Background: an optimization exercise with open tools, aiming at small area. Do not read the settings as production practice.
Function was checked by simulation only, so behaviour that the tests miss may differ from the original.

## main
==> flow/design.v <==
module seq_prog #(
  parameter int unsigned ADDR_WIDTH = 8,
  parameter int unsigned INST_WIDTH = 12,
  parameter int unsigned DEPTH      = 256
) (
  input  logic                  clock,
  input  logic                  reset,
  input  logic [INST_WIDTH-1:0] load_data,
  input  logic                  load_wen,
  input  logic                  load_done,
  input  logic                  run,
  input  logic                  clear,
  input  logic [ADDR_WIDTH-1:0] next,
  output logic [INST_WIDTH-1:0] inst,
  output logic                  inst_wen,
  output logic [ADDR_WIDTH:0]   length,
  output logic                  overflow,
  output logic                  halted,
  output logic                  ready
);
  localparam logic [1:0] StLoad  = 2'd0;
  localparam logic [1:0] StReady = 2'd1;
  localparam logic [1:0] StRun   = 2'd2;
  localparam logic [1:0] StHalt  = 2'd3;
  localparam logic [ADDR_WIDTH:0] FullLen = (ADDR_WIDTH + 1)'(DEPTH);
  logic [1:0]            state_q, state_d;
  logic [ADDR_WIDTH:0]   length_q, length_d;
  logic                  overflow_q, overflow_d;
  logic [INST_WIDTH-1:0] inst_q, inst_d;
  logic                  inst_wen_q, inst_wen_d;
  logic                  halted_q, halted_d;
  logic                  pol_q;
  logic                  fetch;
  logic [INST_WIDTH-1:0] rd_word;
  logic [INST_WIDTH-1:0] mem_q [DEPTH];
  always_comb begin
    state_d    = state_q;
    length_d   = length_q;
    overflow_d = overflow_q;
    inst_d     = inst_q;
    inst_wen_d = 1'b0;
    halted_d   = halted_q;
    fetch      = 1'b0;
    if (clear) begin
      state_d    = StLoad;
      length_d   = '0;
      overflow_d = 1'b0;
      inst_d     = '0;
      halted_d   = 1'b0;
    end else begin
      case (state_q)
        StLoad: begin
          if (load_wen) begin
            if (length_q == FullLen) begin
              overflow_d = 1'b1;
            end else begin
              length_d = length_q + 1'b1;
            end
          end
          if (load_done) state_d = StReady;
        end
        StReady: fetch = run;
        StRun:   fetch = run;
        StHalt:  inst_d = '0;
        default: state_d = StLoad;
      endcase
      if (fetch) begin
        if ({1'b0, next} < length_q) begin
          inst_d     = rd_word;
          inst_wen_d = 1'b1;
          state_d    = StRun;
        end else begin
          inst_d   = '0;
          halted_d = 1'b1;
          state_d  = StHalt;
        end
      end
    end
  end
  always_ff @(posedge clock or negedge reset) begin
    if (!reset) begin
      state_q    <= StLoad;
      length_q   <= '0;
      overflow_q <= 1'b0;
      inst_q     <= '0;
      inst_wen_q <= 1'b0;
      halted_q   <= 1'b0;
      pol_q      <= 1'b0;
    end else begin
      state_q    <= state_d;
      length_q   <= length_d;
      overflow_q <= overflow_d;
      inst_q     <= inst_d;
      inst_wen_q <= inst_wen_d;
      halted_q   <= halted_d;
      pol_q      <= ~pol_q;
    end
  end
  localparam int unsigned Half = ADDR_WIDTH / 2;
  localparam int unsigned NHi  = DEPTH >> Half;
  localparam int unsigned NLo  = 1 << Half;
  logic [INST_WIDTH-1:0] wr_data;
  logic [NHi-1:0]        w_hi, w_hi_n;
  logic [NLo-1:0]        w_lo, w_lo_n;
  logic [DEPTH-1:0]      row_sel, row_nsel;
  assign wr_data = load_data ^ {INST_WIDTH{pol_q}};
  always_comb begin
    for (int g = 0; g < NHi; g++) begin
      w_hi[g]   = (length_q[ADDR_WIDTH:Half] == (ADDR_WIDTH + 1 - Half)'(g));
      w_hi_n[g] = ~w_hi[g];
    end
    for (int j = 0; j < NLo; j++) begin
      w_lo[j]   = (length_q[Half-1:0] == Half'(j));
      w_lo_n[j] = ~w_lo[j];
    end
  end
  for (genvar r = 0; r < DEPTH; r++) begin : g_wrow
    seq_prog_nor2  u_sel  (.a(w_hi_n[r / NLo]), .b(w_lo_n[r % NLo]), .y(row_sel[r]));
    seq_prog_nand2 u_nsel (.a(w_hi[r / NLo]),   .b(w_lo[r % NLo]),   .y(row_nsel[r]));
  end
  always_ff @(posedge clock) begin
    for (int r = 0; r < DEPTH; r++) begin
      mem_q[r] <= ~((mem_q[r] | {INST_WIDTH{row_sel[r]}}) &
                    ({INST_WIDTH{row_nsel[r]}} | wr_data));
    end
  end
  localparam int unsigned N1 = (DEPTH + 2) / 3;    
  localparam int unsigned N2 = (N1 + 3) / 4;       
  localparam int unsigned N3 = (N2 + 1) / 2;       
  localparam int unsigned N4 = (N3 + 3) / 4;       
  logic [NHi-1:0]        r_hi_n;
  logic [NLo-1:0]        r_lo_n;
  logic [DEPTH-1:0]      rd_sel;
  logic [INST_WIDTH-1:0] rd_raw;
  always_comb begin
    for (int g = 0; g < NHi; g++) r_hi_n[g] = (next[ADDR_WIDTH-1:Half] != (ADDR_WIDTH - Half)'(g));
    for (int j = 0; j < NLo; j++) r_lo_n[j] = (next[Half-1:0] != Half'(j));
  end
  for (genvar r = 0; r < DEPTH; r++) begin : g_rrow
    seq_prog_nor2 u_sel (.a(r_hi_n[r / NLo]), .b(r_lo_n[r % NLo]), .y(rd_sel[r]));
  end
  for (genvar b = 0; b < INST_WIDTH; b++) begin : g_rd
    logic [N1-1:0] t1;
    logic [N2-1:0] t2;
    logic [N3-1:0] t3;
    logic [N4-1:0] t4;
    for (genvar k = 0; k < N1; k++) begin : g_l1
      localparam int unsigned R = 3 * k;
      if (R + 3 <= DEPTH) begin : g_3
        seq_prog_aoi222 u (.a0(rd_sel[R]),     .b0(mem_q[R][b]),
                           .a1(rd_sel[R + 1]), .b1(mem_q[R + 1][b]),
                           .a2(rd_sel[R + 2]), .b2(mem_q[R + 2][b]), .y(t1[k]));
      end else if (R + 2 == DEPTH) begin : g_2
        seq_prog_aoi22 u (.a0(rd_sel[R]),     .b0(mem_q[R][b]),
                          .a1(rd_sel[R + 1]), .b1(mem_q[R + 1][b]), .y(t1[k]));
      end else begin : g_1
        seq_prog_nand2 u (.a(rd_sel[R]), .b(mem_q[R][b]), .y(t1[k]));
      end
    end
    for (genvar k = 0; k < N2; k++) begin : g_l2
      seq_prog_nandn #(.N((N1 - 4 * k < 4) ? N1 - 4 * k : 4)) u (
        .a(t1[4 * k +: ((N1 - 4 * k < 4) ? N1 - 4 * k : 4)]), .y(t2[k]));
    end
    for (genvar k = 0; k < N3; k++) begin : g_l3
      seq_prog_norn #(.N((N2 - 2 * k < 2) ? N2 - 2 * k : 2)) u (
        .a(t2[2 * k +: ((N2 - 2 * k < 2) ? N2 - 2 * k : 2)]), .y(t3[k]));
    end
    for (genvar k = 0; k < N4; k++) begin : g_l4
      seq_prog_nandn #(.N((N3 - 4 * k < 4) ? N3 - 4 * k : 4)) u (
        .a(t3[4 * k +: ((N3 - 4 * k < 4) ? N3 - 4 * k : 4)]), .y(t4[k]));
    end
    assign rd_raw[b] = |t4;
  end
  assign rd_word = rd_raw ^ {INST_WIDTH{pol_q}};
  assign inst     = inst_q;
  assign inst_wen = inst_wen_q;
  assign length   = length_q;
  assign overflow = overflow_q;
  assign halted   = halted_q;
  assign ready    = (state_q == StReady) || (state_q == StRun);
endmodule
module seq_prog_nor2 (input logic a, b, output logic y);
  assign y = ~(a | b);
endmodule
module seq_prog_nand2 (input logic a, b, output logic y);
  assign y = ~(a & b);
endmodule
module seq_prog_aoi22 (input logic a0, b0, a1, b1, output logic y);
  assign y = ~((a0 & b0) | (a1 & b1));
endmodule
module seq_prog_nandn #(parameter int unsigned N = 4) (input logic [N-1:0] a, output logic y);
  assign y = ~&a;
endmodule
module seq_prog_norn #(parameter int unsigned N = 2) (input logic [N-1:0] a, output logic y);
  assign y = ~|a;
endmodule
module seq_prog_aoi222 (input logic a0, b0, a1, b1, a2, b2, output logic y);
  assign y = ~((a0 & b0) | (a1 & b1) | (a2 & b2));
endmodule
Settings: LEC_CHECK=0, CAP_MARGIN=20, CORE_MARGIN=2, CORE_UTILIZATION=50, PLACE_DENSITY=0.75, SLEW_MARGIN=20, SYNTH_HIERARCHICAL=1, SYNTH_MINIMUM_KEEP_SIZE=0; clock period 5.0 ns.
standard.sh (not shown) runs the stock make flow with config.mk's settings and CLKGATE_MAP_FILE= SYNTH_SCRIPT=/design/flow/synth_recipe.tcl, a recipe that flattens the netlist after the stock synthesis.
==> flow/flow/run.sh <==
#!/bin/bash
# Layout flow: the standard ORFS flow (standard synthesis, floorplan, power grid, tap
# cells, placement, CTS, routing), with two changes passed to the ORFS scripts:
#  - port buffers use buf_2 instead of the default delay buffer,
#  - clock tree synthesis puts more flip-flops under each leaf buffer and inserts no dummy
#    loads.
# The full make output goes to flow.log in this folder.
set -euo pipefail
export BUFFER_PORTS_ARGS="-buffer_cell sky130_fd_sc_hd__buf_2"
export CTS_ARGS="-sink_clustering_enable -repair_clock_nets -sink_clustering_size 28 -sink_clustering_max_diameter 100 -dont_use_dummy_load"
bash standard.sh finish > flow.log 2>&1
Every stage of the flow completed for main, and the final layout passed the timing, DRC and antenna checks.
> inputs changed (main -> the feature branch)
--- a/flow/design.v
+++ b/flow/design.v
@@ -100,13 +100,15 @@
   localparam int unsigned NHi  = DEPTH >> Half;
   localparam int unsigned NLo  = 1 << Half;
   logic [INST_WIDTH-1:0] wr_data;
   logic [NHi-1:0]        w_hi, w_hi_n;
   logic [NLo-1:0]        w_lo, w_lo_n;
   logic [DEPTH-1:0]      row_sel, row_nsel;
-  assign wr_data = load_data ^ {INST_WIDTH{pol_q}};
+  for (genvar b = 0; b < INST_WIDTH; b++) begin : g_wd
+    seq_prog_xor2 u_wd (.a(load_data[b]), .b(pol_q), .y(wr_data[b]));
+  end
   always_comb begin
     for (int g = 0; g < NHi; g++) begin
       w_hi[g]   = (length_q[ADDR_WIDTH:Half] == (ADDR_WIDTH + 1 - Half)'(g));
       w_hi_n[g] = ~w_hi[g];
     end
     for (int j = 0; j < NLo; j++) begin
@@ -176,12 +178,15 @@
   assign inst_wen = inst_wen_q;
   assign length   = length_q;
   assign overflow = overflow_q;
   assign halted   = halted_q;
   assign ready    = (state_q == StReady) || (state_q == StRun);
 endmodule
+module seq_prog_xor2 (input logic a, b, output logic y);
+  assign y = a ^ b;
+endmodule
 module seq_prog_nor2 (input logic a, b, output logic y);
   assign y = ~(a | b);
 endmodule
 module seq_prog_nand2 (input logic a, b, output logic y);
   assign y = ~(a & b);
 endmodule
Findings:
The feature branch completed every stage of the flow, and the final layout passed the timing, DRC and antenna checks.
Looking at antenna cell count across the feature branch and main, the one that comes out higher is main.
Total detailed-routing wirelength, the feature branch and main: smaller value in the feature branch
~same footprint of the flip-flops and latches in the feature branch and main
~same register share of the cell area in the feature branch and main
Logic depth of the worst path, buffers included: main vs the feature branch identical
NOTE: worst clock skew in the feature branch exceeds that of main
Via count essentially unchanged between the feature branch and main.
Against main as the reference, the feature branch delivers a higher growth of design area from synthesis to finish.
[compare] base=main new=the feature branch: post-synthesis sequential area ratio moved up, global-route usage moved up, hold slack moved down.
Relative to main, compound-cell area share of the yosys netlist has gone up in the feature branch.

[afterwards: timing with drivers on the ports]
The flow's constraints put no driver on any port. The routed layouts listed below were extracted and timed again, unchanged, in two steps. Step 1 sets driving cells, clkbuf_16 on the clock port and buf_2 on the other inputs (assumed; they add their load-dependent delay and slew). Step 2, shift: input delay + t, output delay - t, t = (earliest + latest rising clock arrival at the registers) / 2. This alone moves slack from input paths to output paths. Three values: ideal, step 1, step 2; two values: the first two.
| run | t (ns) | slack for setup (ns) | latest minus earliest clock arrival (ns) | pins driven straight from the clock port |
|---|---|---|---|---|
| main | 0.920 | 0.291 / 0.341 / -0.580 | 0.096 / 0.095 | 1 |
| the feature branch | 0.903 | 0.396 / 0.474 / -0.429 | 0.099 / 0.100 | 1 |
With both steps, setup timing fails in main and the feature branch, where it was met with ideal ports. The setup slack of main, which loses most, moves by +0.050 ns with the drivers and by -0.871 ns with both steps.
